What follows belongs to an exercise in optimizing a design on an open flow for small area, a short achievable clock period and few clock cycles per item; a production flow would make more cautious choices. In this exercise RTL edits were held to simulation tests only and were not proved equivalent to the original. Power and IR drop assume default switching activity.

## flow/design.v (module list and top-level ports; edited modules follow where they fit)
// module fp_mult_stream: 1727 lines
// module fp_mult_stream_fa: 10 lines
// module fp_mult_stream_fx: 12 lines
// module fp_mult_stream_x2: 7 lines
// module fp_mult_stream_ha: 9 lines
// module fp_mult_stream_add: 307 lines
module fp_mult_stream #(
    parameter int WIDTH      = 32,
    parameter int INT_WIDTH  = 16,
    parameter int FRAC_WIDTH = 16,
    parameter int SIGNED     = 1,
    parameter int STAGES     = 3,
    parameter int ROUND      = 1
) (
    input  logic              clk,
    input  logic              reset,
    input  logic              in_valid,
    output logic              in_ready,
    input  logic [WIDTH-1:0]  left,
    input  logic [WIDTH-1:0]  right,
    output logic              out_valid,
    input  logic              out_ready,
    output logic [WIDTH-1:0]  out,
    output logic              ovf
);
  // ...
==> flow/flow/run.sh <==
#!/bin/bash
set -euo pipefail
bash standard.sh SETUP_SLACK_MARGIN=6.2 "BUFFER_PORTS_ARGS=-buffer_cell sky130_fd_sc_hd__buf_2" finish > standard_flow.log 2>&1
==> flow/standard.sh <==
#!/bin/bash
# synth_recipe.tcl (not shown) runs the flow's synth.tcl, then flattens the netlist and writes it again
# the make line also repeats each setting of config.mk as NAME=value (left out here)
make -C /OpenROAD-flow-scripts/flow DESIGN_CONFIG=/design/flow/config.mk WORK_HOME=/design/flow/orfs CLKGATE_MAP_FILE= SYNTH_SCRIPT=/design/flow/synth_recipe.tcl "${@:-finish}"
==> flow/config.mk <==
export PLATFORM = sky130hd
export DESIGN_NAME = fp_mult_stream
export DESIGN_NICKNAME = fp_mult_stream
export VERILOG_FILES = /design/flow/design.v
export SDC_FILE = /design/flow/constraint.sdc
export NUM_CORES = 4
export LEC_CHECK = 0
export ABC_AREA = 1
export CAP_MARGIN = 20
export CORE_MARGIN = 2
export CORE_UTILIZATION = 40
export CTS_BUF_LIST = sky130_fd_sc_hd__clkbuf_8
export SLEW_MARGIN = 20
export SYNTH_HIERARCHICAL = 1
==> flow/constraint.sdc <==
create_clock -name core_clock -period 10.0 [get_ports {clk}]
set_input_delay 2.0000 -clock core_clock [delete_from_list [all_inputs] [get_ports {clk}]]
set_output_delay 2.0000 -clock core_clock [all_outputs]
set_load 0.01 [all_outputs]
==> results by group, run 1 <==
Cells and area
  – Max FFs per register: 138
  – Fin area: 35770 µm²
  – Seq_cells: 294

Global route
  – All-Layer GR Usage: 23.60%
  – First-pass GRT wire length: 149.7 mm

Worst setup path
  – Reg2reg start: two_q[5]$_DFFE_PN_
  – Worst Setup EP: cs_q[59]$_DFFE_PN_
  – Critical path, cell by cell: inv_6 -> o22ai_1 -> xor2_1 -> fa_1 -> fa_1 -> fa_1 -> fa_1 -> fa_2
  – Crit Reg-Reg Endpoint: cs_q[59]$_DFFE_PN_

Detailed routing
  – Wire per inst: 23.91 µm
  – M1 wire length: 40.12 mm
  – Met2 WL post-DR: 43.29 mm
  – Via count: 23710

Place
  – Port bufs: 102
  – DPL Wire Length: 64.79 mm

Timing
  – Hold Violations, Final: 0
  – Max Freq: 264.0 MHz
  – Final worst slack: 6.213 ns
  – Fin Clk Skew: 0.02834 ns
  – Final slew viol count: 0

Clock tree
  – Clock-pin slew on the worst setup and hold paths: 0.06 ns
  – Longest Clk Path Bufs: 3

Power and ir drop
  – Internal power: 7.070 mW
  – Seq pwr: 2.88 mW
  – Clock power share: 9.2%

Logic synthesis
  – Synthesis Warnings: 7

Outcome
  – Outcome: finished clean

Run
  – Max cap viols: 0

Worst hold path
  – Beginning of the worst hold path: sgn_q$_DFFE_PN_

Floorplan
  – Tap cells: 1060
Testbench counts, summed over its fixed seeds: cycles 16,024, items 16,000.
==> run 2, diff against run 1 <==
--- a/flow/config.mk
+++ b/flow/config.mk
@@ -10,5 +10,6 @@
 export CORE_MARGIN = 2
 export CORE_UTILIZATION = 40
 export CTS_BUF_LIST = sky130_fd_sc_hd__clkbuf_8
+export GPL_ROUTABILITY_DRIVEN = 0
 export SLEW_MARGIN = 20
 export SYNTH_HIERARCHICAL = 1
==> run 2 against run 1 <==
Effect of this change:
- combinational power is essentially flat
- count of clock-buffer cells in the layout is the same
- core utilization is the same
- register-to-register slack is essentially flat
- cell area is the same
- die area is the same
- sequential share of layout area is the same
- critical path type unchanged
- highest routed layer unchanged
==> results by group, run 2 <==
Clock tree
  – Num CTS Buffers: 57
  – H-Tree Level Count: 2
  – Hold_buf cts: 0
  – CTS Root Buffer Type: clkbuf_8
  – CTS tree: yes
  – Clock-pin slew on the worst setup and hold paths: 0.06 ns (about the same)
  – Sink Count: 294
  – Clock Latency Late Sink: 0.67 ns
  – Longest Clk Path Bufs: 3 (unchanged)

Timing
  – Min Clock Period, post-route: 3.787 ns
  – Max Freq: 264.0 MHz (unchanged)
  – Worst slew margin: 35.17%
  – Hold Violations, Final: 0 (unchanged)
  – Tcrit/Tclk final: 37.87%
  – Setup tns final: 0 ns
  – Worst slew pin tran: 0.9724 ns
  – RSZ-0062 raised after global routing: true
  – Final slew viol count: 0 (unchanged)
  – Fin Clk Skew: 0.02834 ns (unchanged)
  – Setup violators final: 0

Cells and area
  – Max FFs per register: 138 (unchanged)
  – Largest registers: cs_q: 138 flops, res0_q: 34 flops, res1_q: 34 flops
  – Area grow syn2layout: 9.907%
  – Final Non-Filler Cells: 4154
  – Fin nets: 3707
  – Largest Register: cs_q
  – Most common cell after layout, fill and taps aside: xor2_1
  – Fin area: 35770 µm² (unchanged)
  – Most frequent cells in the layout: xor2_1, o22ai_1, fa_1
  – Layout cells sized above 1: 12.26%

Global route
  – Grt ovf: 0
  – Largest net degree at the start of global routing: 136
  – All-Layer GR Usage: 23.60% (unchanged)
  – Vias in the first global route: 24400
  – First-pass GRT wire length: 149.7 mm (unchanged)
  – Initial antenna violation count: 4

Detailed routing
  – DRT Wirelength: 99.30 mm
  – # DRC: 0
  – Drt initial violations: 2465
  – Wire per inst: 23.91 µm (unchanged)
  – Drt first pass iters: 6
  – Antenna-violating nets left: 0
  – Via count: 23710 (unchanged)
  – Via/cell ratio: 5.708

Worst setup path
  – Worst Setup EP: cs_q[59]$_DFFE_PN_
  – Critical path origin: two_q[5]$_DFFE_PN_
  – CP startpoint kind: flip-flop
  – Reg2Reg Setup Slack: 6.21 ns
  – Crit path kind: reg2reg
  – Worst EP arrival: 4.17 ns
  – Required @ worst endpoint: 10.38 ns
  – Crit-path max FO: 31
  – Critical Path Sink Type: flip-flop
  – Crit Reg-Reg Endpoint: cs_q[59]$_DFFE_PN_
  – FF-to-FF path depth: 8
  – Reg2reg start: two_q[5]$_DFFE_PN_

Outcome
  – Outcome: finished clean

Logic synthesis
  – Synthesis Warnings: 7 (unchanged)
  – Syn_area_per_cell: 10.67 µm²
  – Mapped cell area: 32550 µm²
  – Post-Syn Instances: 3049
  – Net count after synthesis: 3713

Floorplan
  – Io pins: 103
  – Initial Util: 40.41%
  – Die H: 289.2 µm
  – Core Rows: 104
  – Core region area: 80550 µm²
  – Die X: 289.2 µm
  – DIE AREA: 83660 µm²

Power and ir drop
  – Power per cell area: 369.0 nW/µm²
  – Leak: 15.19 nW
  – VDD IR max: 0.2187 mV

Place
  – DPL Wire Length: 64.79 mm (unchanged)
  – Area post-placement: 33620 µm²
  – Inst Count DP: 4017
  – Port bufs: 102 (unchanged)

Worst hold path
  – Hold Path Class: reg2reg

Run
  – Max cap viols: 0 (unchanged)
## run 2: how the worst min path moves through the flow
stage	from	to	cells after the start
floorplan	sgn_q$_DFFE_PN_	res1_q[33]$_DFFE_PN_	0
global placement	sgn_q$_DFFE_PN_	res1_q[33]$_DFFE_PN_	0
detailed placement	sgn_q$_DFFE_PN_	res1_q[33]$_DFFE_PN_	0
CTS	valid_q[1]$_SDFFE_PP0N_	valid_q[2]$_SDFFE_PP0N_	2
global route	sgn_q$_DFFE_PN_	res1_q[33]$_DFFE_PN_	0
finish	sgn_q$_DFFE_PN_	res1_q[33]$_DFFE_PN_	0
## run 2: per-stage QoR
step | power [mW] | hold WS [ns] | util, % | worst slack [ns]
floorplan | 9.142 | 0.4207 | - | 6.530
global placement | 11.63 | 0.4462 | 41.73 | 5.564
detailed placement | 11.80 | 0.4516 | 41.73 | 5.604
CTS | 13.11 | 0.4642 | 43.74 | 6.183
global route | 14.71 | 0.4700 | 44.41 | 6.151
finish | 13.20 | 0.4620 | 44.41 | 6.213
## run 2: critical path, cell delays in order, from the launching register on
cell and delay (ns):
edfxtp_1 0.48, inv_6 0.29, o22ai_1 0.16, xor2_1 0.18, fa_1 0.53, fa_1 0.49
fa_1 0.48, fa_1 0.40, fa_2 0.48
## run 2: final cells by class
cell class	count	area, µm²
fillers	7593	44780
clock inverters	47	329.1
well taps	1060	1326
flip-flops and latches	294	8778
clock buffers	60	825.8
repair inverters	1	7.507
repair buffers	203	1817
diodes	3	7.507
inverters	266	1079
multi-input cells	2220	21600
## run 2: repair_timing
action / CTS / global route
pin swaps: 0 / 4
cloned: 1 / 4
gates resized for setup: 85 / 133
hold endpoints to repair: 0 / 0
buffers inserted: 19 / 3
setup endpoints to repair: 121 / 52
## run 2: routing by layer
metal	routed length, µm	up-vias	global-route usage [%]
met5	99	-	0.7955
met4	4236	4	9.755
met3	11560	327	7.638
li1	-	10310	-
met2	43290	1479	35.34
met1	40120	11600	31.45
## run 2: report_power, final
| part | switching, mW | internal, mW | total, mW |
|---|---|---|---|
| combinational | 5.40 | 3.71 | 9.11 |
| clock | 0.552 | 0.664 | 1.22 |
| sequential | 0.180 | 2.70 | 2.88 |
==> run 3, diff against run 2 <==
--- a/flow/config.mk
+++ b/flow/config.mk
@@ -10,6 +10,5 @@
 export CORE_MARGIN = 2
 export CORE_UTILIZATION = 40
 export CTS_BUF_LIST = sky130_fd_sc_hd__clkbuf_8
-export GPL_ROUTABILITY_DRIVEN = 0
 export SLEW_MARGIN = 20
 export SYNTH_HIERARCHICAL = 1
==> run 3 against run 2 <==
Effect of this change:
- still clean
- synthesized cell count stayed put
- global-route usage is the same
- synthesized area is the same
- critical endpoint unchanged
- count of clock-buffer cells in the layout stayed put
==> results by group, run 3 <==
Timing
  – Max Freq: 264.0 MHz (unchanged)
  – Worst slew margin: 35.17% (unchanged)
  – Worst slew pin tran: 0.9724 ns (unchanged)
  – Final slew viol count: 0 (unchanged)
  – Tcrit/Tclk final: 37.87% (unchanged)
  – Final worst slack: 6.213 ns (unchanged)
  – Min Clock Period, post-route: 3.787 ns (unchanged)
  – Hold Violations, Final: 0 (unchanged)
  – Fin Clk Skew: 0.02834 ns (unchanged)
  – Setup violators final: 0 (unchanged)
  – RSZ-0062 raised after global routing: true
  – Setup tns final: 0 ns (unchanged)

Worst setup path
  – Crit path kind: reg2reg
  – Reg2Reg Setup Slack: 6.21 ns (about the same)
  – Worst EP arrival: 4.17 ns (about the same)
  – Worst path most repeated cell: fa_1
  – Critical path origin: two_q[5]$_DFFE_PN_
  – FF-to-FF path depth: 8 (unchanged)
  – Reg2reg start: two_q[5]$_DFFE_PN_
  – Critical path, cell by cell: inv_6 -> o22ai_1 -> xor2_1 -> fa_1 -> fa_1 -> fa_1 -> fa_1 -> fa_2
  – Slowest cell delay on critical path: 0.53 ns (about the same)
  – Slowest-stage cell, CP: fa_1
  – Required @ worst endpoint: 10.38 ns (about the same)
  – CP startpoint kind: flip-flop
  – Critical Path Sink Type: flip-flop
  – Crit Reg-Reg Endpoint: cs_q[59]$_DFFE_PN_
  – Crit-path max FO: 31 (unchanged)

Worst hold path
  – Hold Path Class: reg2reg
  – Hold Path Sink: res1_q[33]$_DFFE_PN_
  – Hold path cells: 0 (unchanged)
  – Beginning of the worst hold path: sgn_q$_DFFE_PN_

Floorplan
  – Initial Util: 40.41% (unchanged)
  – Io pins: 103 (unchanged)
  – Die H: 289.2 µm (unchanged)
  – Die X: 289.2 µm (unchanged)
  – DIE AREA: 83660 µm² (unchanged)
  – Core Rows: 104 (unchanged)
  – Core region area: 80550 µm² (unchanged)

Cells and area
  – Max FFs per register: 138 (unchanged)
  – Area of the multi-input gates: 21600 µm² (unchanged)
  – Most frequent cells in the layout: xor2_1, o22ai_1, fa_1
  – Largest Register: cs_q
  – Layout cells sized above 1: 12.26% (unchanged)
  – Storage cell area: 8778 µm² (unchanged)
  – Area grow syn2layout: 9.907% (unchanged)
  – Largest registers: cs_q: 138 flops, res0_q: 34 flops, res1_q: 34 flops
  – Most common cell after layout, fill and taps aside: xor2_1
  – FILL cells: 7593 (unchanged)
  – Fin nets: 3707 (unchanged)
  – Fin area: 35770 µm² (unchanged)

Detailed routing
  – Wire per inst: 23.91 µm (unchanged)
  – Antenna-violating nets left: 0 (unchanged)
  – DRT Wirelength: 99.30 mm (unchanged)
  – Via count: 23710 (unchanged)
  – # DRC: 0 (unchanged)
  – Drt initial violations: 2465 (unchanged)
  – Via/cell ratio: 5.708 (unchanged)
  – Drt first pass iters: 6 (unchanged)

Global route
  – Grt ovf: 0 (unchanged)
  – Largest net degree at the start of global routing: 136 (unchanged)
  – All-Layer GR Usage: 23.60% (unchanged)
  – Vias in the first global route: 24400 (unchanged)
  – First-pass GRT wire length: 149.7 mm (unchanged)
  – Initial antenna violation count: 4 (unchanged)

Clock tree
  – CTS Root Buffer Type: clkbuf_8
  – Clock-pin slew on the worst setup and hold paths: 0.06 ns (about the same)
  – Longest Clk Path Bufs: 3 (unchanged)
  – Sink Count: 294 (unchanged)
  – H-Tree Level Count: 2 (unchanged)
  – Num CTS Buffers: 57 (unchanged)
  – Clock Latency Late Sink: 0.67 ns (about the same)
  – CTS tree: yes

Logic synthesis
  – Syn_area_per_cell: 10.67 µm² (unchanged)
  – Post-Syn Instances: 3049 (unchanged)
  – Synthesis Warnings: 7 (unchanged)
  – Mapped cell area: 32550 µm² (unchanged)
  – Net count after synthesis: 3713 (unchanged)

Power and ir drop
  – Leak: 15.19 nW (unchanged)
  – Power per cell area: 369.0 nW/µm² (unchanged)
  – VDD IR max: 0.2187 mV (unchanged)

Place
  – DPL Wire Length: 64.79 mm (unchanged)
  – Port bufs: 102 (unchanged)
  – RePlAce Congestion: 0.9172
  – Area post-placement: 33620 µm² (unchanged)
  – Pre-CTS setup slack: 5.604 ns (unchanged)

Run
  – Max cap viols: 0 (unchanged)

Outcome
  – Outcome: finished clean
==> run 3: area by class of cell <==
cell class | count | share of cell area [%]
diodes | 3 | 0.02099
clock buffers | 60 | 2.309
clock inverters | 47 | 0.9199
inverters | 266 | 3.015
multi-input cells | 2220 | 60.39
flip-flops and latches | 294 | 24.54
well taps | 1060 | 3.708
repair buffers | 203 | 5.079
repair inverters | 1 | 0.02099
==> run 3: worst max path at each step <==
stage / end / slack (ns) / cells past startpoint
final: cs_q[59]$_DFFE_PN_ / 6.21 / 8
after global routing: res0_q[32]$_DFFE_PP_ / 6.15 / 18
after CTS: cs_q[72]$_DFFE_PN_ / 6.18 / 7
after detailed placement: cs_q[97]$_DFFE_PN_ / 5.60 / 7
after global placement: cs_q[59]$_DFFE_PN_ / 5.56 / 8
after floorplan: cs_q[89]$_DFFE_PN_ / 6.53 / 8
==> run 3: critical path: cells and delay by family, from the launching register on <==
family | cells | cell delay [ns]
adders and majority gates | 5 | 2.38
DFF | 1 | 0.48
buffers and inverters | 1 | 0.29
xor gates and xnor gates | 1 | 0.18
AOI/OAI and AO/OA | 1 | 0.16
==> run 3: where the power goes <==
group | leakage, nW | internal, mW | switching (mW)
logic | 11.5 | 3.71 | 5.40
clock network | 0.650 | 0.664 | 0.552
registers | 3.08 | 2.70 | 0.180
total | 15.2 | 7.07 | 6.13
==> run 3: what timing repair did <==
item	4_1_cts	5_1_grt
gates cloned	1	4
hold buffers	0	0
pin swaps	0	4
gates resized for setup	85	133
endpoints found under the setup margin	121	52
setup buffers	19	3
==> run 3: per-layer routing <==
layer  up-vias  global-route usage (%)  wire [µm]
met4         4                   9.755       4236
met3       327                   7.638      11560
met1     11600                   31.45      40120
li1      10310                       -          -
met2      1479                   35.34      43290
met5         -                  0.7955         99
==> run 3: through the flow <==
stage	total power, mW	cells	utilization [%]	hold slack [ns]
after floorplan	9.142	3049	-	0.4207
after global routing	14.71	4154	44.41	0.4700
final	13.20	4154	44.41	0.4620
after detailed placement	11.80	4017	41.73	0.4516
after CTS	13.11	4144	43.74	0.4642
after global placement	11.63	4017	41.73	0.4462
==> run 4, diff against run 3 <==
--- a/flow/config.mk
+++ b/flow/config.mk
@@ -9,6 +9,8 @@
 export CAP_MARGIN = 20
 export CORE_MARGIN = 2
 export CORE_UTILIZATION = 40
-export CTS_BUF_LIST = sky130_fd_sc_hd__clkbuf_8
+export CTS_BUF_LIST = sky130_fd_sc_hd__clkbuf_16
+export CTS_CLUSTER_DIAMETER = 120
+export CTS_CLUSTER_SIZE = 30
 export SLEW_MARGIN = 20
 export SYNTH_HIERARCHICAL = 1
==> run 4 against run 3 <==
Effect of this change:
- clock skew grew 0.0032 ns
- non-clock buffer count grew 4
- flip-flop and latch count is the same
- synthesized cell count is the same
- hold slack gained 0.018 ns
- via count shrank 0.89%
- synthesized area is the same
- total power shrank 4.0%
- largest cell class unchanged
==> results by group, run 4 <==
Floorplan
  – DIE AREA: 83660 µm² (unchanged)
  – Core region area: 80550 µm² (unchanged)
  – Die H: 289.2 µm (unchanged)
  – Die X: 289.2 µm (unchanged)
  – Io pins: 103 (unchanged)
  – Core Rows: 104 (unchanged)
  – Initial Util: 40.41% (unchanged)

Worst setup path
  – Crit path kind: reg2reg
  – Worst Path Buf+Inv: 2 (+1)
  – Reg2reg start: one_q[11]$_DFFE_PN_
  – Crit-path max FO: 31 (unchanged)
  – Required @ worst endpoint: 10.27 ns (-0.11 ns)
  – Worst EP arrival: 4.05 ns (-0.12 ns)
  – Critical path origin: one_q[11]$_DFFE_PN_
  – Critical path, cell by cell: inv_1 -> buf_6 -> o22ai_1 -> xor2_1 -> fa_1 -> fa_1 -> fa_1 -> fa_1 -> fa_2
  – CP delay by family, top: adder cells
  – CP startpoint kind: flip-flop
  – Slowest-stage cell, CP: fa_1
  – Slowest cell delay on critical path: 0.52 ns (about the same)
  – Critical Path Sink Type: flip-flop
  – Worst path most repeated cell: fa_1

Logic synthesis
  – Synthesis Warnings: 7 (unchanged)
  – Mapped cell area: 32550 µm² (unchanged)
  – Net count after synthesis: 3713 (unchanged)
  – Post-Syn Instances: 3049 (unchanged)
  – Syn_area_per_cell: 10.67 µm² (unchanged)

Global route
  – Initial antenna violation count: 2 (-2)
  – GRT busiest layer: met2
  – Met2 usage: 35.33% (about the same)
  – All-Layer GR Usage: 23.27% (-0.34 points)
  – Grt met3 use: 7.118% (-0.52 points)
  – Largest net degree at the start of global routing: 136 (unchanged)
  – Vias in the first global route: 24000 (-1.7%)
  – Grt ovf: 0 (unchanged)
  – First-pass GRT wire length: 148.2 mm (-1.0%)
  – Met1 Track Usage GR: 31.19% (-0.26 points)

Cells and area
  – Most common cell after layout, fill and taps aside: xor2_1
  – Max FFs per register: 138 (unchanged)
  – Most frequent cells in the layout: xor2_1, o22ai_1, fa_1
  – Fin nets: 3670 (-1.0%)
  – Final Non-Filler Cells: 4075 (-1.9%)
  – Layout cells sized above 1: 11.08% (-1.2 points)
  – Largest Register: cs_q
  – Fin area: 35060 µm² (-2.0%)
  – Area grow syn2layout: 7.739%
  – Largest registers: cs_q: 138 flops, res0_q: 34 flops, res1_q: 34 flops

Clock tree
  – Clock-pin slew on the worst setup and hold paths: 0.12 ns (+0.06 ns)
  – H-Tree Level Count: 1 (-1)
  – Num CTS Buffers: 15 (-74%)
  – CTS tree: yes
  – CTS Root Buffer Type: clkbuf_16
  – Sink Count: 294 (unchanged)
  – Clock Latency Late Sink: 0.56 ns (-0.11 ns)
  – Longest Clk Path Bufs: 3 (unchanged)
  – Hold_buf cts: 0 (unchanged)

Detailed routing
  – Antenna-violating nets left: 0 (unchanged)
  – # DRC: 0 (unchanged)
  – Drt initial violations: 2307 (-6.4%)
  – Via/cell ratio: 5.767 (+1.0%)
  – Drt first pass iters: 6 (unchanged)
  – Via count: 23500 (-0.89%)
  – DRT Wirelength: 97.93 mm (-1.4%)
  – Wire per inst: 24.03 µm (+0.53%)

Place
  – Port bufs: 102 (unchanged)
  – Area post-placement: 33620 µm² (unchanged)
  – RePlAce Congestion: 0.9172 (unchanged)
  – DPL Wire Length: 64.79 mm (unchanged)
  – Inst Count DP: 4017 (unchanged)

Timing
  – Fin Clk Skew: 0.03150 ns (+0.003165 ns)
  – Setup tns final: 0 ns (unchanged)
  – Max Freq: 264.9 MHz (+0.33%)
  – Min Clock Period, post-route: 3.775 ns (-0.01248 ns)
  – Worst slew margin: 36.01% (+0.84 points)
  – Tcrit/Tclk final: 37.75% (-0.12 points)
  – RSZ-0062 raised after global routing: true
  – Worst slew pin tran: 0.9598 ns (-0.01266 ns)
  – Hold Violations, Final: 0 (unchanged)
  – Setup violators final: 0 (unchanged)
  – Final slew viol count: 0 (unchanged)

Run
  – Max cap viols: 0 (unchanged)

Worst hold path
  – Beginning of the worst hold path: sgn_q$_DFFE_PN_
  – Hold Path Class: reg2reg

Power and ir drop
  – Leak: 14.74 nW (-3.0%)
  – Power per cell area: 361.5 nW/µm² (-2.0%)
  – VDD IR max: 0.1985 mV (-9.2%)

Outcome
  – Outcome: finished clean
[run 4: where the power goes]
| group | switching (mW) | internal [mW] |
|---|---|---|
| sequential | 0.179 | 2.69 |
| combinational | 5.38 | 3.71 |
| clock | 0.430 | 0.291 |
[run 4: area by class of cell]
type	instances	area [µm²]
Timing Repair inverter	2	12.51
Antenna cell	1	2.502
Multi-Input combinational cell	2220	21620
Timing Repair Buffer	207	1798
Clock buffer	15	375.4
Clock inverter	10	90.09
Fill cell	7626	45480
Sequential cell	294	8778
Inverter	266	1066
Tap cell	1060	1326
[run 4: worst paths after layout]
path	end	slack (ns)	depth (start not counted)
setup reg to reg	cs_q[59]$_DFFE_PN_	6.23	9
setup / recovery	cs_q[59]$_DFFE_PN_	6.23	9
hold reg to reg	res1_q[33]$_DFFE_PN_	0.48	0
hold / removal	res1_q[33]$_DFFE_PN_	0.48	0
[run 4: metal layers]
metal | vias up | wire length, µm
met5 | - | 11
met2 | 1416 | 43100
met3 | 273 | 10790
met1 | 11610 | 40240
met4 | 2 | 3787
li1 | 10200 | -
[run 4: metrics by stage]
stage                     utilization [%]  total power, mW  worst slack (ns)  hold slack (ns)
after floorplan                         -            9.142             6.530           0.4207
after global placement              41.73            11.63             5.564           0.4462
after detailed placement            41.73            11.80             5.604           0.4516
after CTS                           42.92            12.59             6.139           0.4805
after global routing                43.53            14.17             6.148           0.4849
final                               43.53            12.67             6.225           0.4798
[run 4: timing repair]
action,CTS,global route
setup endpoints to repair,125,43
pin swaps,0,8
gates resized for setup,87,116
cloned,1,3
buffers inserted,21,7
==> run 5, diff against run 4 <==
--- a/flow/config.mk
+++ b/flow/config.mk
@@ -10,7 +10,7 @@
 export CORE_MARGIN = 2
 export CORE_UTILIZATION = 40
 export CTS_BUF_LIST = sky130_fd_sc_hd__clkbuf_16
-export CTS_CLUSTER_DIAMETER = 120
-export CTS_CLUSTER_SIZE = 30
+export CTS_CLUSTER_DIAMETER = 100
+export CTS_CLUSTER_SIZE = 20
 export SLEW_MARGIN = 20
 export SYNTH_HIERARCHICAL = 1
==> run 5 against run 4 <==
Effect of this change:
- count of clock-buffer cells in the layout is 6 higher
- critical path depth is 1 lower
- worst setup slack worse by 0.082 ns
- synthesized area stayed put
- total power is 1.6% higher
- still clean
- core utilization is 0.13 points higher
- sequential power hardly changed
- die area stayed put
==> results by group, run 5 <==
Detailed routing
  – DRT Wirelength: 97.85 mm (about the same)
  – Drt first pass iters: 6 (unchanged)
  – Antenna-violating nets left: 0 (unchanged)
  – Drt initial violations: 2374 (+2.9%)
  – Wire per inst: 24.00 µm (-0.14%)
  – Via/cell ratio: 5.745 (-0.38%)
  – Via count: 23420 (-0.33%)
  – # DRC: 0 (unchanged)

Cells and area
  – Max FFs per register: 138 (unchanged)
  – Most common cell after layout, fill and taps aside: xor2_1
  – Area grow syn2layout: 8.058%
  – Most frequent cells in the layout: xor2_1, o22ai_1, fa_1
  – Layout cells sized above 1: 10.97% (-0.11 points)
  – Area of the multi-input gates: 21630 µm² (about the same)
  – Largest registers: cs_q: 138 flops, res0_q: 34 flops, res1_q: 34 flops
  – Largest Register: cs_q
  – Fin nets: 3671 (+0.027%)
  – Fin util: 43.66% (+0.13 points)
  – FILL cells: 7631 (+0.066%)
  – Storage cell area: 8778 µm² (unchanged)

Floorplan
  – Core Rows: 104 (unchanged)
  – Die X: 289.2 µm (unchanged)
  – Io pins: 103 (unchanged)
  – DIE AREA: 83660 µm² (unchanged)
  – Die H: 289.2 µm (unchanged)
  – Core region area: 80550 µm² (unchanged)
  – Initial Util: 40.41% (unchanged)

Outcome
  – Outcome: finished clean

Clock tree
  – Hold_buf cts: 0 (unchanged)
  – CTS tree: yes
  – CTS Root Buffer Type: clkbuf_16
  – Clock-pin slew on the worst setup and hold paths: 0.08 ns (-0.04 ns)
  – Sink Count: 294 (unchanged)
  – Longest Clk Path Bufs: 3 (unchanged)
  – Num CTS Buffers: 21 (+6)
  – Clock Latency Late Sink: 0.58 ns (+0.02 ns)
  – H-Tree Level Count: 1 (unchanged)

Worst setup path
  – Worst EP arrival: 4.14 ns (+0.09 ns)
  – Required @ worst endpoint: 10.28 ns (about the same)
  – Critical Path Sink Type: flip-flop
  – Crit-path max FO: 31 (unchanged)
  – Critical path, cell by cell: inv_6 -> o22ai_1 -> xor2_1 -> fa_1 -> fa_1 -> fa_1 -> fa_1 -> fa_1
  – Crit path kind: reg2reg
  – Slowest cell delay on critical path: 0.53 ns (about the same)
  – Slowest-stage cell, CP: fa_1
  – Worst path most repeated cell: fa_1
  – CP startpoint kind: flip-flop
  – Reg2Reg Setup Slack: 6.14 ns (-0.08 ns)

Global route
  – Largest net degree at the start of global routing: 136 (unchanged)
  – First-pass GRT wire length: 148.5 mm (+0.21%)
  – Grt ovf: 0 (unchanged)
  – All-Layer GR Usage: 23.35% (+0.080 points)
  – Vias in the first global route: 24120 (+0.50%)
  – Initial antenna violation count: 4 (+2)

Run
  – Max cap viols: 0 (unchanged)

Power and ir drop
  – VDD IR max: 0.2056 mV (+3.6%)
  – Power Total: 12.87 mW (+1.6%)
  – Leak: 14.81 nW (+0.50%)
  – Power per cell area: 366.0 nW/µm² (+1.3%)

Timing
  – Final worst slack: 6.143 ns (-0.08181 ns)
  – Max Freq: 259.3 MHz (-2.1%)
  – Min Clock Period, post-route: 3.857 ns (+0.08181 ns)
  – Final slew viol count: 0 (unchanged)
  – Hold Violations, Final: 0 (unchanged)
  – Worst slew margin: 35.97% (-0.042 points)
  – Worst slew pin tran: 0.9604 ns (+0.0006274 ns)
  – Tcrit/Tclk final: 38.57% (+0.82 points)
  – Fin Clk Skew: 0.02915 ns (-0.002356 ns)
  – Setup tns final: 0 ns (unchanged)
  – Setup violators final: 0 (unchanged)
  – RSZ-0062 raised after global routing: true

Logic synthesis
  – Net count after synthesis: 3713 (unchanged)
  – Post-Syn Instances: 3049 (unchanged)
  – Synthesis Warnings: 7 (unchanged)
  – Mapped cell area: 32550 µm² (unchanged)
  – Syn_area_per_cell: 10.67 µm² (unchanged)

Place
  – DPL Wire Length: 64.79 mm (unchanged)
  – Port bufs: 102 (unchanged)
  – RePlAce Congestion: 0.9172 (unchanged)
  – Pre-CTS setup slack: 5.604 ns (unchanged)

Worst hold path
  – Hold Path Class: reg2reg
## run 5: path summary, 6_finish.rpt
| kind | startpoint | endpoint | depth (start not counted) |
|---|---|---|---|
| worst max-delay path | one_q[5]$_DFFE_PN_ | cs_q[59]$_DFFE_PN_ | 8 |
| worst min-delay path | sgn_q$_DFFE_PN_ | res1_q[33]$_DFFE_PN_ | 0 |
| worst max register to register | one_q[5]$_DFFE_PN_ | cs_q[59]$_DFFE_PN_ | 8 |
| worst min register to register | sgn_q$_DFFE_PN_ | res1_q[33]$_DFFE_PN_ | 0 |
## run 5: per-layer routing
| layer | track usage (%) | share of wire, % |
|---|---|---|
| met1 | 31.20 | 41 |
| met2 | 35.21 | 44 |
| met3 | 7.457 | 11 |
| met4 | 8.840 | 4.0 |
| met5 | 1.591 | 0.21 |
## run 5: cell type report
type	count	area share, %
flip-flops and latches	294	24.96
multi-input cells	2220	61.50
repair inverters	2	0.03558
well taps	1060	3.771
clock buffers	21	1.494
clock inverters	11	0.3451
inverters	266	3.031
diodes	1	0.007115
repair buffers	202	4.853
## run 5: report_power, final
group / total, mW / internal, mW / switching [mW]
logic: 9.12 / 3.71 / 5.41
registers: 2.87 / 2.69 / 0.179
clock network: 0.885 / 0.419 / 0.465
total: 12.9 / 6.82 / 6.05
## run 5: per-stage QoR
step,instances,hold slack (ns),area [µm²]
after detailed placement,4017,0.4516,33620
after floorplan,3049,0.4207,32560
after global placement,4017,0.4462,33620
final,4077,0.4636,35170
after CTS,4069,0.4719,34680
after global routing,4077,0.4774,35170
## run 5: timing repair
| action | CTS | global route |
|---|---|---|
| gates cloned | 1 | 2 |
| setup endpoints to repair | 124 | 53 |
| pin swaps | 0 | 7 |
| buffers inserted | 19 | 5 |
| gates resized for setup | 70 | 126 |
## run 5: worst max-delay path, delay by kind of cell, from the launching register on
family	cells	cell delay [ns]
buf+inv	1	0.30
xor+xnor	1	0.18
flops	1	0.48
fa+ha+maj	5	2.42
compound gates	1	0.16
==> run 6, diff against run 5 <==
--- a/flow/config.mk
+++ b/flow/config.mk
@@ -11,6 +11,6 @@
 export CORE_UTILIZATION = 40
 export CTS_BUF_LIST = sky130_fd_sc_hd__clkbuf_16
 export CTS_CLUSTER_DIAMETER = 100
-export CTS_CLUSTER_SIZE = 20
+export CTS_CLUSTER_SIZE = 30
 export SLEW_MARGIN = 20
 export SYNTH_HIERARCHICAL = 1
==> run 6 against run 5 <==
Effect of this change:
- largest power group unchanged
- sequential power about the same
- non-clock buffer count is 4 higher
- global-route usage grew 0.064 points
- final cell count increased by 0.17%
==> results by group, run 6 <==
Detailed routing
  – Antenna-violating nets left: 0 (unchanged)
  – Wire per inst: 24.17 µm (+0.72%)
  – Via/cell ratio: 5.749 (about the same)
  – # DRC: 0 (unchanged)
  – Drt initial violations: 2712 (+14%)
  – Via count: 23480 (+0.24%)
  – DRT Wirelength: 98.72 mm (+0.90%)
  – Drt first pass iters: 5 (-1)

Worst setup path
  – Critical path origin: one_q[7]$_DFFE_PN_
  – Reg2Reg Setup Slack: 6.19 ns (+0.05 ns)
  – Critical Path Sink Type: flip-flop
  – Crit path kind: reg2reg
  – Required @ worst endpoint: 10.29 ns (about the same)
  – Worst EP arrival: 4.09 ns (-0.05 ns)
  – CP startpoint kind: flip-flop
  – Crit-path max FO: 31 (unchanged)
  – Crit Reg-Reg Endpoint: cs_q[56]$_DFFE_PN_
  – FF-to-FF path depth: 8 (unchanged)
  – Reg2reg start: one_q[7]$_DFFE_PN_

Worst hold path
  – Hold Path Sink: res1_q[33]$_DFFE_PN_
  – Beginning of the worst hold path: sgn_q$_DFFE_PN_
  – Hold path cells: 0 (unchanged)
  – Hold Path Class: reg2reg

Timing
  – Worst slew margin: 36.77% (+0.79 points)
  – Min Clock Period, post-route: 3.806 ns (-0.05053 ns)
  – Fin Clk Skew: 0.04227 ns (+0.01312 ns)
  – Worst slew pin tran: 0.9485 ns (-0.01190 ns)
  – Setup violators final: 0 (unchanged)
  – Max Freq: 262.7 MHz (+1.3%)
  – Hold Violations, Final: 0 (unchanged)
  – Final slew viol count: 0 (unchanged)
  – Tcrit/Tclk final: 38.06% (-0.51 points)
  – Setup tns final: 0 ns (unchanged)
  – RSZ-0062 raised after global routing: true

Floorplan
  – Core region area: 80550 µm² (unchanged)
  – Initial Util: 40.41% (unchanged)
  – DIE AREA: 83660 µm² (unchanged)
  – Die H: 289.2 µm (unchanged)
  – Io pins: 103 (unchanged)
  – Core Rows: 104 (unchanged)
  – Die X: 289.2 µm (unchanged)

Clock tree
  – CTS Root Buffer Type: clkbuf_16
  – Clock Latency Late Sink: 0.60 ns (+0.02 ns)
  – H-Tree Level Count: 1 (unchanged)
  – Hold_buf cts: 0 (unchanged)
  – Num CTS Buffers: 20 (-4.8%)
  – Clock-pin slew on the worst setup and hold paths: 0.09 ns (about the same)
  – CTS tree: yes
  – Longest Clk Path Bufs: 3 (unchanged)
  – Sink Count: 294 (unchanged)

Logic synthesis
  – Syn_area_per_cell: 10.67 µm² (unchanged)
  – Post-Syn Instances: 3049 (unchanged)
  – Synthesis Warnings: 7 (unchanged)
  – Mapped cell area: 32550 µm² (unchanged)
  – Net count after synthesis: 3713 (unchanged)

Cells and area
  – Most frequent cells in the layout: xor2_1, o22ai_1, fa_1
  – Max FFs per register: 138 (unchanged)
  – Largest registers: cs_q: 138 flops, res0_q: 34 flops, res1_q: 34 flops
  – Storage cell area: 8778 µm² (unchanged)
  – Largest Register: cs_q
  – Layout cells sized above 1: 11.15% (+0.17 points)
  – Most common cell after layout, fill and taps aside: xor2_1
  – FILL cells: 7591 (-0.52%)
  – Area grow syn2layout: 8.600%
  – Area of the multi-input gates: 21620 µm² (about the same)
  – Fin nets: 3673 (+0.054%)

Run
  – Max cap viols: 0 (unchanged)

Global route
  – First-pass GRT wire length: 149.0 mm (+0.28%)
  – Grt ovf: 0 (unchanged)
  – Vias in the first global route: 24150 (+0.14%)
  – Initial antenna violation count: 3 (-1)
  – All-Layer GR Usage: 23.41% (+0.064 points)
  – Largest net degree at the start of global routing: 136 (unchanged)

Place
  – DPL Wire Length: 64.79 mm (unchanged)
  – RePlAce Congestion: 0.9172 (unchanged)
  – Port bufs: 102 (unchanged)

Power and ir drop
  – Power Total: 12.91 mW (+0.26%)
  – VDD IR max: 0.2283 mV (+11%)
  – Leak: 14.89 nW (+0.53%)
  – Power per cell area: 365.1 nW/µm² (-0.24%)

Outcome
  – Outcome: finished clean
-- run 6: final cells by class --
class,instances,area share [%]
tap,1060,3.752
multi-input combinational,2220,61.16
inverter,266,3.023
sequential,294,24.84
clock buffer,20,1.416
timing repair inverter,1,0.02124
timing repair buffer,206,5.158
clock inverter,16,0.6301
antenna,1,0.007080
-- run 6: what timing repair did --
item                                    CTS  global route
endpoints found under the setup margin  128            46
pin swaps                                 0             5
gates resized for setup                  87           122
buffers inserted                         21             5
gates cloned                              1             3
-- run 6: metal layers --
layer / vias to the layer above / wire, µm / GRT usage [%]
met5: - / 23 / 0
met4: 4 / 4224 / 9.253
met3: 306 / 10830 / 7.441
met2: 1361 / 43280 / 35.39
met1: 11600 / 40360 / 31.22
li1: 10210 / - / -
-- run 6: power by group --
part	internal, mW	switching [mW]	leakage, nW	total [mW]
Combinational	3.72	5.38	11.5	9.10
Sequential	2.69	0.180	3.08	2.87
Clock	0.429	0.511	0.352	0.940
Total	6.84	6.07	14.9	12.9
-- run 6: per-stage QoR --
step                      utilization (%)  instance area, µm²  worst slack, ns  std cells  hold slack (ns)
after floorplan                         -               32560            6.530       3049           0.4207
after global placement              41.73               33620            5.564       4017           0.4462
after detailed placement            41.73               33620            5.604       4017           0.4516
after CTS                           43.24               34830            6.202       4075           0.4736
after global routing                43.88               35350            6.125       4084           0.4779
final                               43.88               35350            6.194       4084           0.4697
-- run 6: how the worst max path moves through the flow --
| stage | depth (start not counted) | to | slack, ns |
|---|---|---|---|
| after global routing | 19 | res0_q[32]$_DFFE_PP_ | 6.12 |
| after global placement | 8 | cs_q[59]$_DFFE_PN_ | 5.56 |
| after CTS | 9 | cs_q[59]$_DFFE_PN_ | 6.20 |
| after detailed placement | 7 | cs_q[97]$_DFFE_PN_ | 5.60 |
| after floorplan | 8 | cs_q[89]$_DFFE_PN_ | 6.53 |
| final | 8 | cs_q[56]$_DFFE_PN_ | 6.19 |
-- run 6: critical path: stages (launching register included) --
cell,delay [ns]
edfxtp_1,0.46
inv_4,0.37
o22ai_1,0.18
xor2_1,0.18
fa_1,0.52
fa_1,0.43
fa_1,0.45
fa_1,0.39
fa_1,0.53
==> run 7, diff against run 6 <==
--- a/flow/config.mk
+++ b/flow/config.mk
@@ -10,7 +10,7 @@
 export CORE_MARGIN = 2
 export CORE_UTILIZATION = 40
 export CTS_BUF_LIST = sky130_fd_sc_hd__clkbuf_16
-export CTS_CLUSTER_DIAMETER = 100
+export CTS_CLUSTER_DIAMETER = 80
 export CTS_CLUSTER_SIZE = 30
 export SLEW_MARGIN = 20
 export SYNTH_HIERARCHICAL = 1
==> run 7 against run 6 <==
Effect of this change:
- still clean on timing, DRC and antenna
- wire length increased by 1.4%
- final cell count rose by 0.42%
- core utilization up 0.53 points
- synthesized area stayed put
- count of clock-buffer cells in the layout up 5
- die area is the same
- hold slack lost 0.0081 ns
- total power rose by 1.6%
- clock power is 16% higher
- critical endpoint is now cs_q[59]$_DFFE_PN_
- highest routed layer unchanged
==> results by group, run 7 <==
Clock tree
  – Clock Latency Late Sink: 0.60 ns (about the same)
  – CTS tree: yes
  – Longest Clk Path Bufs: 3 (unchanged)
  – Clock-pin slew on the worst setup and hold paths: 0.09 ns (about the same)
  – H-Tree Level Count: 1 (unchanged)
  – Hold_buf cts: 0 (unchanged)
  – CTS Root Buffer Type: clkbuf_16
  – Sink Count: 294 (unchanged)
  – Num CTS Buffers: 24 (+20%)

Worst hold path
  – Hold Path Class: reg2reg
  – Beginning of the worst hold path: sgn_q$_DFFE_PN_
  – Hold path cells: 0 (unchanged)
  – Hold Path Sink: res1_q[33]$_DFFE_PN_

Detailed routing
  – # DRC: 0 (unchanged)
  – Antenna-violating nets left: 0 (unchanged)
  – Via count: 23770 (+1.2%)
  – Wire per inst: 24.40 µm (+0.96%)
  – DRT Wirelength: 100.1 mm (+1.4%)
  – Drt first pass iters: 6 (+1)
  – Drt initial violations: 2386 (-12%)
  – Via/cell ratio: 5.796 (+0.81%)

Power and ir drop
  – Power per cell area: 366.4 nW/µm² (+0.36%)
  – Leak: 15.06 nW (+1.1%)
  – Power Total: 13.11 mW (+1.6%)
  – VDD IR max: 0.2135 mV (-6.5%)

Timing
  – Fin Clk Skew: 0.03932 ns (-0.002944 ns)
  – RSZ-0062 raised after global routing: true
  – Tcrit/Tclk final: 38.33% (+0.26 points)
  – Worst slew margin: 35.00% (-1.8 points)
  – Final slew viol count: 0 (unchanged)
  – Setup violators final: 0 (unchanged)
  – Hold Violations, Final: 0 (unchanged)
  – Min Clock Period, post-route: 3.833 ns (+0.02648 ns)
  – Setup tns final: 0 ns (unchanged)
  – Max Freq: 260.9 MHz (-0.69%)
  – Worst slew pin tran: 0.9750 ns (+0.02651 ns)

Cells and area
  – Layout cells sized above 1: 12.24% (+1.1 points)
  – Area grow syn2layout: 9.907%
  – Largest registers: cs_q: 138 flops, res0_q: 34 flops, res1_q: 34 flops
  – Most common cell after layout, fill and taps aside: xor2_1
  – Most frequent cells in the layout: xor2_1, o22ai_1, fa_1
  – Max FFs per register: 138 (unchanged)
  – Fin nets: 3685 (+0.33%)
  – Largest Register: cs_q

Global route
  – First-pass GRT wire length: 149.0 mm (unchanged)
  – Initial antenna violation count: 3 (unchanged)
  – All-Layer GR Usage: 23.42% (about the same)
  – Grt ovf: 0 (unchanged)
  – Vias in the first global route: 24200 (+0.21%)
  – Largest net degree at the start of global routing: 136 (unchanged)

Logic synthesis
  – Syn_area_per_cell: 10.67 µm² (unchanged)
  – Net count after synthesis: 3713 (unchanged)
  – Post-Syn Instances: 3049 (unchanged)
  – Mapped cell area: 32550 µm² (unchanged)
  – Synthesis Warnings: 7 (unchanged)

Place
  – RePlAce Congestion: 0.9172 (unchanged)
  – DPL Wire Length: 64.79 mm (unchanged)
  – Port bufs: 102 (unchanged)

Worst setup path
  – Worst Path Buf+Inv: 1 (unchanged)
  – Worst path most repeated cell: fa_1
  – Critical Path Sink Type: flip-flop
  – Slowest-stage cell, CP: fa_1
  – Reg2reg start: one_q[5]$_DFFE_PN_
  – Worst EP arrival: 4.13 ns (+0.04 ns)
  – Slowest cell delay on critical path: 0.53 ns (about the same)
  – CP delay by family, top: adder cells
  – Crit-path max FO: 31 (unchanged)
  – Critical path, cell by cell: inv_6 -> o22ai_1 -> xor2_1 -> fa_1 -> fa_1 -> fa_1 -> fa_1 -> fa_2
  – Required @ worst endpoint: 10.30 ns (about the same)
  – CP startpoint kind: flip-flop
  – FF-to-FF path depth: 8 (unchanged)
  – Reg2Reg Setup Slack: 6.17 ns (-0.03 ns)
  – Crit Reg-Reg Endpoint: cs_q[59]$_DFFE_PN_
  – Crit path kind: reg2reg

Outcome
  – Outcome: finished clean

Floorplan
  – DIE AREA: 83660 µm² (unchanged)
  – Core Rows: 104 (unchanged)
  – Die X: 289.2 µm (unchanged)
  – Die H: 289.2 µm (unchanged)
  – Io pins: 103 (unchanged)
  – Core region area: 80550 µm² (unchanged)
  – Initial Util: 40.41% (unchanged)

Run
  – Max cap viols: 0 (unchanged)
==> run 7: worst max path at each step <==
stage                              startpoint            endpoint  slack (ns)  depth (start not counted)
after global routing      one_q[12]$_DFFE_PN_  cs_q[59]$_DFFE_PN_        6.14                          9
after CTS                  neg_q[6]$_DFFE_PN_  cs_q[97]$_DFFE_PN_        6.16                          9
after floorplan            neg_q[6]$_DFFE_PN_  cs_q[89]$_DFFE_PN_        6.53                          8
after global placement     one_q[8]$_DFFE_PN_  cs_q[59]$_DFFE_PN_        5.56                          8
after detailed placement    a_q[31]$_DFFE_PN_  cs_q[97]$_DFFE_PN_        5.60                          7
final                      one_q[5]$_DFFE_PN_  cs_q[59]$_DFFE_PN_        6.17                          8
==> run 7: layer usage <==
metal / GRT usage (%) / part of all wire [%] / wire (µm)
met4: 8.969 / 4.2 / 4204
met3: 7.441 / 11 / 11230
met2: 35.39 / 44 / 43770
met1: 31.30 / 41 / 40780
met5: 0.6818 / 0.096 / 96
==> run 7: timing repair <==
action                                  in CTS  in global routing
endpoints found under the setup margin     132                 50
resized for setup                           93                130
setup buffers                               19                  9
hold endpoints to repair                     0                  0
gates cloned                                 1                  9
pin swaps                                    0                 15
==> run 7: metrics by stage <==
| stage | hold WS (ns) | instance area [µm²] | std cells | utilization, % | setup WS (ns) |
|---|---|---|---|---|---|
| 3_3_place_gp | 0.4462 | 33620 | 4017 | 41.73 | 5.564 |
| 2_1_floorplan | 0.4207 | 32560 | 3049 | - | 6.530 |
| 6_report | 0.4616 | 35770 | 4101 | 44.41 | 6.167 |
| 3_5_place_dp | 0.4516 | 33620 | 4017 | 41.73 | 5.604 |
| 4_1_cts | 0.4634 | 35040 | 4081 | 43.50 | 6.165 |
| 5_1_grt | 0.4680 | 35770 | 4101 | 44.41 | 6.139 |
==> run 7: report_power, final <==
part	internal, mW	switching [mW]	leakage (nW)
sequential	2.69	0.180	3.08
combinational	3.74	5.41	11.5
clock	0.533	0.558	0.442
==> run 7: area by class of cell <==
type	instances	area, µm²
clock inverters	19	299.0
flip-flops and latches	294	8778
diodes	2	5.005
repair inverters	2	12.51
fillers	7554	44780
repair buffers	213	1982
clock buffers	25	625.6
inverters	266	1069
well taps	1060	1326
multi-input cells	2220	21670
==> run 8, diff against run 7 <==
--- a/flow/config.mk
+++ b/flow/config.mk
@@ -10,7 +10,7 @@
 export CORE_MARGIN = 2
 export CORE_UTILIZATION = 40
 export CTS_BUF_LIST = sky130_fd_sc_hd__clkbuf_16
-export CTS_CLUSTER_DIAMETER = 80
-export CTS_CLUSTER_SIZE = 30
+export CTS_CLUSTER_DIAMETER = 110
+export CTS_CLUSTER_SIZE = 25
 export SLEW_MARGIN = 20
 export SYNTH_HIERARCHICAL = 1
==> run 8 against run 7 <==
Effect of this change:
- wire length shrank 1.6%
- hold slack gained 0.012 ns
- die area is the same
- highest routed layer unchanged
- global-route usage is essentially flat
- register-to-register slack lost 0.05 ns
- clock power shrank 23%
- sequential share of layout area grew 0.44 points
==> results by group, run 8 <==
Outcome
  – Outcome: finished clean

Place
  – Inst Count DP: 4017 (unchanged)
  – Area post-placement: 33620 µm² (unchanged)
  – RePlAce Congestion: 0.9172 (unchanged)
  – DPL Wire Length: 64.79 mm (unchanged)
  – Port bufs: 102 (unchanged)

Detailed routing
  – Drt first pass iters: 6 (unchanged)
  – Antenna-violating nets left: 0 (unchanged)
  – Drt initial violations: 2460 (+3.1%)
  – DRT Wirelength: 98.43 mm (-1.6%)
  – # DRC: 0 (unchanged)
  – Via/cell ratio: 5.746 (-0.86%)
  – Wire per inst: 24.13 µm (-1.1%)
  – Via count: 23440 (-1.4%)

Power and ir drop
  – Power per cell area: 365.5 nW/µm² (-0.26%)
  – Leak: 14.82 nW (-1.6%)
  – VDD IR max: 0.2227 mV (+4.3%)

Global route
  – First-pass GRT wire length: 149.0 mm (about the same)
  – Grt ovf: 0 (unchanged)
  – Vias in the first global route: 24170 (-0.13%)
  – Initial antenna violation count: 3 (unchanged)
  – Largest net degree at the start of global routing: 136 (unchanged)
  – All-Layer GR Usage: 23.38% (-0.035 points)

Clock tree
  – Clock-pin slew on the worst setup and hold paths: 0.10 ns (about the same)
  – Sink Count: 294 (unchanged)
  – Num CTS Buffers: 18 (-25%)
  – Hold_buf cts: 0 (unchanged)
  – Longest Clk Path Bufs: 3 (unchanged)
  – CTS tree: yes
  – H-Tree Level Count: 1 (unchanged)
  – Clock Latency Late Sink: 0.57 ns (-0.03 ns)
  – CTS Root Buffer Type: clkbuf_16

Logic synthesis
  – Synthesis Warnings: 7 (unchanged)
  – Net count after synthesis: 3713 (unchanged)
  – Post-Syn Instances: 3049 (unchanged)
  – Syn_area_per_cell: 10.67 µm² (unchanged)
  – Mapped cell area: 32550 µm² (unchanged)

Cells and area
  – FILL cells: 7616 (+0.82%)
  – Storage cell area: 8778 µm² (unchanged)
  – Largest Register: cs_q
  – Fin area: 35130 µm² (-1.8%)
  – Largest registers: cs_q: 138 flops, res0_q: 34 flops, res1_q: 34 flops
  – Fin util: 43.62% (-0.79 points)
  – Final Non-Filler Cells: 4079 (-0.54%)
  – Layout cells sized above 1: 10.90% (-1.3 points)
  – Most frequent cells in the layout: xor2_1, o22ai_1, fa_1
  – Max FFs per register: 138 (unchanged)
  – Area of the multi-input gates: 21620 µm² (-0.24%)
  – Area grow syn2layout: 7.950%
  – Fin nets: 3670 (-0.41%)
  – Most common cell after layout, fill and taps aside: xor2_1

Floorplan
  – Die H: 289.2 µm (unchanged)
  – Core region area: 80550 µm² (unchanged)
  – DIE AREA: 83660 µm² (unchanged)
  – Die X: 289.2 µm (unchanged)
  – Core Rows: 104 (unchanged)
  – Initial Util: 40.41% (unchanged)
  – Io pins: 103 (unchanged)

Worst setup path
  – Critical Path Sink Type: flip-flop
  – CP delay by family, top: adder cells
  – Worst Path Buf+Inv: 1 (unchanged)
  – Reg2Reg Setup Slack: 6.12 ns (-0.05 ns)
  – Critical path origin: one_q[5]$_DFFE_PN_
  – Slowest cell delay on critical path: 0.54 ns (about the same)
  – FF-to-FF path depth: 8 (unchanged)
  – Worst Setup EP: cs_q[59]$_DFFE_PN_
  – Crit Reg-Reg Endpoint: cs_q[59]$_DFFE_PN_
  – Worst EP arrival: 4.14 ns (about the same)
  – Crit-path max FO: 31 (unchanged)
  – Crit path kind: reg2reg
  – Required @ worst endpoint: 10.26 ns (-0.04 ns)
  – Critical path, cell by cell: inv_6 -> o22ai_1 -> xor2_1 -> fa_1 -> fa_1 -> fa_1 -> fa_1 -> fa_1
  – CP Depth: 8 (unchanged)
  – Worst path most repeated cell: fa_1
  – CP startpoint kind: flip-flop
  – Slowest-stage cell, CP: fa_1
  – Reg2reg start: one_q[5]$_DFFE_PN_

Run
  – Max cap viols: 0 (unchanged)

Timing
  – Final slew viol count: 0 (unchanged)
  – RSZ-0062 raised after global routing: true
  – Setup violators final: 0 (unchanged)
  – Worst slew margin: 36.18% (+1.2 points)
  – Hold Violations, Final: 0 (unchanged)
  – Tcrit/Tclk final: 38.81% (+0.49 points)
  – Setup tns final: 0 ns (unchanged)
  – Max Freq: 257.7 MHz (-1.3%)
  – Min Clock Period, post-route: 3.881 ns (+0.04864 ns)
  – Fin Clk Skew: 0.03716 ns (-0.002162 ns)
  – Worst slew pin tran: 0.9573 ns (-0.01773 ns)

Worst hold path
  – Hold Path Class: reg2reg
[run 8: cell count changes in the layout (fill, tap and decap cells not counted), sizes merged]
cell | previous run | this run
diode | 2 | 1
inv | 271 | 267
clkinvlp | 7 | 5
buf | 201 | 199
clkbuf | 37 | 24
[run 8: area by class of cell]
cell class | count | area share (%)
clock buffers | 18 | 1.282
clock inverters | 14 | 0.4274
flip-flops and latches | 294 | 24.99
multi-input cells | 2220 | 61.54
repair buffers | 205 | 4.947
diodes | 1 | 0.007123
inverters | 266 | 3.013
repair inverters | 1 | 0.02137
well taps | 1060 | 3.775
[run 8: layer usage]
metal / up-vias / part of all wire (%) / track usage (%)
li1: 10210 / - / -
met3: 293 / 11 / 7.378
met2: 1365 / 44 / 35.16
met4: 8 / 4.0 / 9.330
met1: 11570 / 41 / 31.21
met5: - / 0.21 / 1.534
[run 8: stage by stage]
step                      total power [mW]  hold WS [ns]  worst slack (ns)
after floorplan                      9.142        0.4207             6.530
after global placement               11.63        0.4462             5.564
after CTS                            12.72        0.4761             6.155
after detailed placement             11.80        0.4516             5.604
after global routing                 14.31        0.4813             6.093
final                                12.84        0.4737             6.119
[run 8: report_power, final]
group	leakage, nW	switching (mW)	internal, mW
clock network	0.304	0.460	0.376
logic	11.4	5.43	3.71
registers	3.08	0.178	2.69
total	14.8	6.07	6.77
[run 8: worst min-delay path by stage]
stage                          from                   end  cells after the start
detailed placement  sgn_q$_DFFE_PN_  res1_q[33]$_DFFE_PN_                      0
finish              sgn_q$_DFFE_PN_  res1_q[33]$_DFFE_PN_                      0
floorplan           sgn_q$_DFFE_PN_  res1_q[33]$_DFFE_PN_                      0
global route        sgn_q$_DFFE_PN_  res1_q[33]$_DFFE_PN_                      0
CTS                 sgn_q$_DFFE_PN_  res1_q[33]$_DFFE_PN_                      0
global placement    sgn_q$_DFFE_PN_  res1_q[33]$_DFFE_PN_                      0
[run 8: what timing repair did]
item / in CTS / in global routing
setup endpoints to repair: 123 / 44
gates resized for setup: 87 / 97
pin swaps: 0 / 7
setup buffers: 22 / 4
gates cloned: 1 / 2
==> run 9, diff against run 8 <==
==> flow/flow/run.sh (replaced) <==
#!/bin/bash
set -euo pipefail
bash standard.sh SETUP_SLACK_MARGIN=6.3 "BUFFER_PORTS_ARGS=-buffer_cell sky130_fd_sc_hd__buf_2" finish > standard_flow.log 2>&1
--- a/flow/config.mk
+++ b/flow/config.mk
@@ -9,8 +9,6 @@
 export CAP_MARGIN = 20
 export CORE_MARGIN = 2
 export CORE_UTILIZATION = 40
-export CTS_BUF_LIST = sky130_fd_sc_hd__clkbuf_16
-export CTS_CLUSTER_DIAMETER = 110
-export CTS_CLUSTER_SIZE = 25
+export CTS_BUF_LIST = sky130_fd_sc_hd__clkbuf_8
 export SLEW_MARGIN = 20
 export SYNTH_HIERARCHICAL = 1
==> run 9 against run 8 <==
Effect of this change:
- core utilization is 2.5 points higher
- wire length is 5.7% higher
- synthesized area stayed put
- first-iteration DRC count is 18% higher
- flip-flop and latch count stayed put
- worst setup slack better by 0.15 ns
- sequential power hardly changed
- final cell count is 2.7% higher
- count of clock-buffer cells in the layout is 42 higher
- non-clock buffer count is 30 higher
==> results by group, run 9 <==
Clock tree
  – CTS tree: yes
  – Sink Count: 294 (unchanged)
  – Num CTS Buffers: 57 (+39)
  – Hold_buf cts: 0 (unchanged)
  – H-Tree Level Count: 2 (+1)
  – Longest Clk Path Bufs: 3 (unchanged)
  – Clock Latency Late Sink: 0.67 ns (+0.10 ns)
  – CTS Root Buffer Type: clkbuf_8
  – Clock-pin slew on the worst setup and hold paths: 0.07 ns (-0.03 ns)

Detailed routing
  – Antenna-violating nets left: 0 (unchanged)
  – Drt initial violations: 2899 (+18%)
  – Wire per inst: 24.84 µm (+2.9%)
  – Via count: 24320 (+3.8%)
  – Via/cell ratio: 5.805 (+1.0%)
  – Drt first pass iters: 8 (+2)
  – DRT Wirelength: 104.0 mm (+5.7%)
  – # DRC: 0 (unchanged)

Place
  – Pre-CTS setup slack: 5.604 ns (unchanged)
  – DPL Wire Length: 64.79 mm (unchanged)
  – Port bufs: 102 (unchanged)
  – RePlAce Congestion: 0.9172 (unchanged)
  – Area post-placement: 33620 µm² (unchanged)
  – Inst Count DP: 4017 (unchanged)

Global route
  – All-Layer GR Usage: 23.87% (+0.49 points)
  – Initial antenna violation count: 5 (+2)
  – Largest net degree at the start of global routing: 136 (unchanged)
  – Vias in the first global route: 24670 (+2.1%)
  – First-pass GRT wire length: 151.2 mm (+1.4%)
  – Grt ovf: 0 (unchanged)

Logic synthesis
  – Syn_area_per_cell: 10.67 µm² (unchanged)
  – Mapped cell area: 32550 µm² (unchanged)
  – Post-Syn Instances: 3049 (unchanged)
  – Net count after synthesis: 3713 (unchanged)
  – Synthesis Warnings: 7 (unchanged)

Floorplan
  – Initial Util: 40.41% (unchanged)
  – Core Rows: 104 (unchanged)
  – Core region area: 80550 µm² (unchanged)
  – Io pins: 103 (unchanged)
  – Die H: 289.2 µm (unchanged)
  – DIE AREA: 83660 µm² (unchanged)
  – Die X: 289.2 µm (unchanged)

Worst setup path
  – Critical Path Sink Type: flip-flop
  – Critical path, cell by cell: buf_4 -> o21ai_2 -> xor2_1 -> fa_1 -> fa_1 -> fa_1 -> fa_1 -> fa_1
  – Critical path origin: one_q[4]$_DFFE_PN_
  – Worst EP arrival: 4.13 ns (about the same)
  – Required @ worst endpoint: 10.40 ns (+0.14 ns)
  – Crit-path max FO: 2 (-94%)
  – Reg2reg start: one_q[4]$_DFFE_PN_
  – Crit path kind: reg2reg
  – CP startpoint kind: flip-flop
  – Slowest-stage cell, CP: fa_1
  – Slowest cell delay on critical path: 0.53 ns (about the same)
  – Worst path most repeated cell: fa_1

Cells and area
  – Area grow syn2layout: 14.24%
  – Max FFs per register: 138 (unchanged)
  – Largest Register: cs_q
  – Layout cells sized above 1: 16.47% (+5.6 points)
  – Storage cell area: 8778 µm² (unchanged)
  – Fin area: 37180 µm² (+5.8%)
  – Final Non-Filler Cells: 4189 (+2.7%)
  – Most common cell after layout, fill and taps aside: xor2_1
  – Fin nets: 3742 (+2.0%)
  – FILL cells: 7427 (-2.5%)
  – Area of the multi-input gates: 22090 µm² (+2.2%)
  – Most frequent cells in the layout: xor2_1, o22ai_1, fa_1
  – Largest registers: cs_q: 138 flops, res0_q: 34 flops, res1_q: 34 flops

Timing
  – Final worst slack: 6.269 ns (+0.1500 ns)
  – Tcrit/Tclk final: 37.31% (-1.5 points)
  – Min Clock Period, post-route: 3.731 ns (-0.1500 ns)
  – Fin Clk Skew: 0.02819 ns (-0.008974 ns)
  – Final slew viol count: 0 (unchanged)
  – Max Freq: 268.0 MHz (+4.0%)
  – Setup violators final: 0 (unchanged)
  – Worst slew pin tran: 0.9663 ns (+0.008984 ns)
  – Worst slew margin: 35.58% (-0.60 points)
  – Hold Violations, Final: 0 (unchanged)
  – Setup tns final: 0 ns (unchanged)
  – RSZ-0062 raised after global routing: true

Worst hold path
  – Beginning of the worst hold path: sgn_q$_DFFE_PN_
  – Hold Path Class: reg2reg

Run
  – Max cap viols: 0 (unchanged)

Power and ir drop
  – Power Total: 13.63 mW (+6.1%)
  – Power per cell area: 366.6 nW/µm² (+0.30%)
  – Leak: 15.67 nW (+5.8%)
  – VDD IR max: 0.2240 mV (+0.57%)

Outcome
  – Outcome: finished clean
==> run 9: cell count changes in the layout (fill, tap and decap cells not counted), sizes merged, moves of 2 or more <==
cell / delta
clkbuf: +53
clkinvlp: +4
diode: +2
inv: +6
bufinv: +10
buf: +18
clkinv: +15
==> run 9: area by class of cell <==
type	count	share of cell area, %
Antenna cell	3	0.02019
Clock buffer	60	2.221
Clock inverter	47	0.8850
Inverter	266	3.348
Multi-Input combinational cell	2221	59.42
Sequential cell	294	23.61
Tap cell	1060	3.567
Timing Repair Buffer	235	6.865
Timing Repair inverter	3	0.06730
==> run 9: timing repair <==
| item | CTS | global route |
|---|---|---|
| cloned | 6 | 16 |
| pin swaps | 19 | 36 |
| setup buffers | 25 | 15 |
| gates resized for setup | 188 | 251 |
| setup endpoints to repair | 139 | 70 |
==> run 9: path summary, 6_finish.rpt <==
path                           to  slack, ns  depth (start not counted)
max            cs_q[97]$_DFFE_PN_       6.27                          8
min          res1_q[33]$_DFFE_PN_       0.46                          0
max reg2reg    cs_q[97]$_DFFE_PN_       6.27                          8
min reg2reg  res1_q[33]$_DFFE_PN_       0.46                          0
==> run 9: worst max-delay path, delay by kind of cell, from the launching register on <==
kind | cells | cell delay, ns
compound gates | 1 | 0.36
xor+xnor | 1 | 0.17
fa+ha+maj | 5 | 2.31
buf+inv | 1 | 0.17
flops | 1 | 0.44
==> run 9: report_power, final <==
group	leakage, nW	internal (mW)	switching, mW
combinational	11.9	3.98	5.56
clock	0.650	0.664	0.552
sequential	3.08	2.70	0.183
==> run 9: metal layers <==
metal | vias to the layer above | GRT usage, % | part of all wire, %
met5 | - | 0.2841 | 0.10
met3 | 404 | 8.228 | 12
met2 | 1627 | 35.62 | 43
li1 | 10370 | - | -
met1 | 11910 | 31.20 | 39
met4 | 6 | 10.93 | 5.0
==> run 9: metrics by stage <==
stage                     utilization (%)  hold slack (ns)
final                               46.16           0.4619
after global routing                46.16           0.4700
after CTS                           44.34           0.4642
after detailed placement            41.73           0.4516
after global placement              41.73           0.4462
after floorplan                         -           0.4207
==> run 10, diff against run 9 <==
==> flow/flow/run.sh (replaced) <==
#!/bin/bash
set -euo pipefail
bash standard.sh SETUP_SLACK_MARGIN=6.25 "BUFFER_PORTS_ARGS=-buffer_cell sky130_fd_sc_hd__buf_2" finish > standard_flow.log 2>&1
--- a/flow/config.mk
+++ b/flow/config.mk
@@ -9,6 +9,8 @@
 export CAP_MARGIN = 20
 export CORE_MARGIN = 2
 export CORE_UTILIZATION = 40
-export CTS_BUF_LIST = sky130_fd_sc_hd__clkbuf_8
+export CTS_BUF_LIST = sky130_fd_sc_hd__clkbuf_16
+export CTS_CLUSTER_DIAMETER = 120
+export CTS_CLUSTER_SIZE = 30
 export SLEW_MARGIN = 20
 export SYNTH_HIERARCHICAL = 1
==> run 10 against run 9 <==
Effect of this change:
- still clean
- register-to-register slack got worse by 0.03 ns
- synthesized area unchanged
- via count decreased by 1.4%
- flip-flop and latch count unchanged
- wire length decreased by 0.88%
- largest power group unchanged
==> results by group, run 10 <==
Outcome
  – Outcome: finished clean

Logic synthesis
  – Net count after synthesis: 3713 (unchanged)
  – Synthesis Warnings: 7 (unchanged)
  – Syn_area_per_cell: 10.67 µm² (unchanged)

Cells and area
  – Area grow syn2layout: 10.89%
  – Most common cell after layout, fill and taps aside: xor2_1
  – Max FFs per register: 138 (unchanged)
  – Most frequent cells in the layout: xor2_1, o22ai_1, fa_1
  – Fin util: 44.81% (-1.4 points)
  – Fin nets: 3700 (-1.1%)
  – Largest Register: cs_q
  – FILL cells: 7496 (+0.93%)

Detailed routing
  – Antenna-violating nets left: 0 (unchanged)
  – Wire per inst: 25.12 µm (+1.1%)
  – Via count: 23970 (-1.4%)
  – DRT Wirelength: 103.1 mm (-0.88%)
  – # DRC: 0 (unchanged)

Timing
  – Setup violators final: 0 (unchanged)
  – Fin Clk Skew: 0.03470 ns (+0.006514 ns)
  – Max Freq: 266.2 MHz (-0.69%)
  – Worst slew margin: 35.41% (-0.18 points)
  – Final worst slack: 6.243 ns (-0.02604 ns)
  – RSZ-0062 raised after global routing: true
  – Tcrit/Tclk final: 37.57% (+0.26 points)
  – Setup tns final: 0 ns (unchanged)

Worst setup path
  – Critical path, cell by cell: buf_4 -> xor2_1 -> fa_1 -> fa_1 -> fa_1 -> fa_2 -> fa_2
  – Crit path kind: reg2reg
  – Worst EP arrival: 4.03 ns (-0.10 ns)
  – Critical path origin: neg_q[11]$_DFFE_PN_
  – Required @ worst endpoint: 10.27 ns (-0.13 ns)

Place
  – DPL Wire Length: 64.79 mm (unchanged)
  – Port bufs: 102 (unchanged)
  – RePlAce Congestion: 0.9172 (unchanged)

Power and ir drop
  – Power per cell area: 360.0 nW/µm² (-1.8%)
  – Leak: 15.13 nW (-3.5%)
  – VDD IR max: 0.1988 mV (-11%)

Clock tree
  – Num CTS Buffers: 15 (-74%)
  – Clock Latency Late Sink: 0.56 ns (-0.11 ns)
  – Sink Count: 294 (unchanged)
  – CTS Root Buffer Type: clkbuf_16

Floorplan
  – Die H: 289.2 µm (unchanged)
  – Initial Util: 40.41% (unchanged)
  – Core region area: 80550 µm² (unchanged)
  – Io pins: 103 (unchanged)
  – Core Rows: 104 (unchanged)
  – Die X: 289.2 µm (unchanged)

Global route
  – Largest net degree at the start of global routing: 136 (unchanged)
  – Initial antenna violation count: 5 (unchanged)

Run
  – Max cap viols: 0 (unchanged)
[run 10: cell type report]
cell class                      count  area (µm²)  area share (%)
Multi-Input combinational cell   2220       21820           60.47
Sequential cell                   294        8778           24.32
Timing Repair Buffer              238        2541           7.041
Tap cell                         1060        1326           3.675
Inverter                          266        1145           3.172
Clock buffer                       15       375.4           1.040
Clock inverter                     10       90.09          0.2496
Timing Repair inverter              1       7.507         0.02080
Antenna cell                        1       2.502        0.006934
[run 10: path summary, 6_finish.rpt]
kind / endpoint / depth (start not counted)
setup / recovery: cs_q[59]$_DFFE_PN_ / 7
hold / removal: res1_q[33]$_DFFE_PN_ / 0
setup reg to reg: cs_q[59]$_DFFE_PN_ / 7
hold reg to reg: res1_q[33]$_DFFE_PN_ / 0
[run 10: what timing repair did]
item | CTS | global route
pin swaps | 0 | 31
hold buffers | 0 | 0
setup buffers | 21 | 23
gates cloned | 1 | 17
setup endpoints to repair | 135 | 53
gates resized for setup | 121 | 230
[run 10: per-layer routing]
| layer | vias to the layer above | part of all wire [%] | global-route usage [%] |
|---|---|---|---|
| li1 | 10260 | - | - |
| met1 | 11820 | 40 | 31.26 |
| met2 | 1560 | 44 | 35.39 |
| met3 | 321 | 12 | 7.402 |
| met4 | 12 | 4.3 | 8.750 |
| met5 | - | 0.20 | 0.7955 |
[run 10: through the flow]
stage	total power [mW]	cell area, µm²
3_5_place_dp	11.80	33620
6_report	12.99	36090
2_1_floorplan	9.142	32560
5_1_grt	14.45	36090
4_1_cts	12.60	34690
3_3_place_gp	11.63	33620
[run 10: power by group]
| part | total (mW) | switching (mW) | internal [mW] |
|---|---|---|---|
| Clock | 0.721 | 0.430 | 0.291 |
| Sequential | 2.87 | 0.181 | 2.69 |
| Combinational | 9.40 | 5.51 | 3.89 |
| Total | 13.0 | 6.12 | 6.87 |

Check on run 10: ideal ports give 6.243 ns setup slack; a clkbuf_16 on the clock port and buf_2 on the inputs give 6.243 ns; moving port delays by the midpoint clock arrival (0.608 ns) as well gives 6.243 ns.
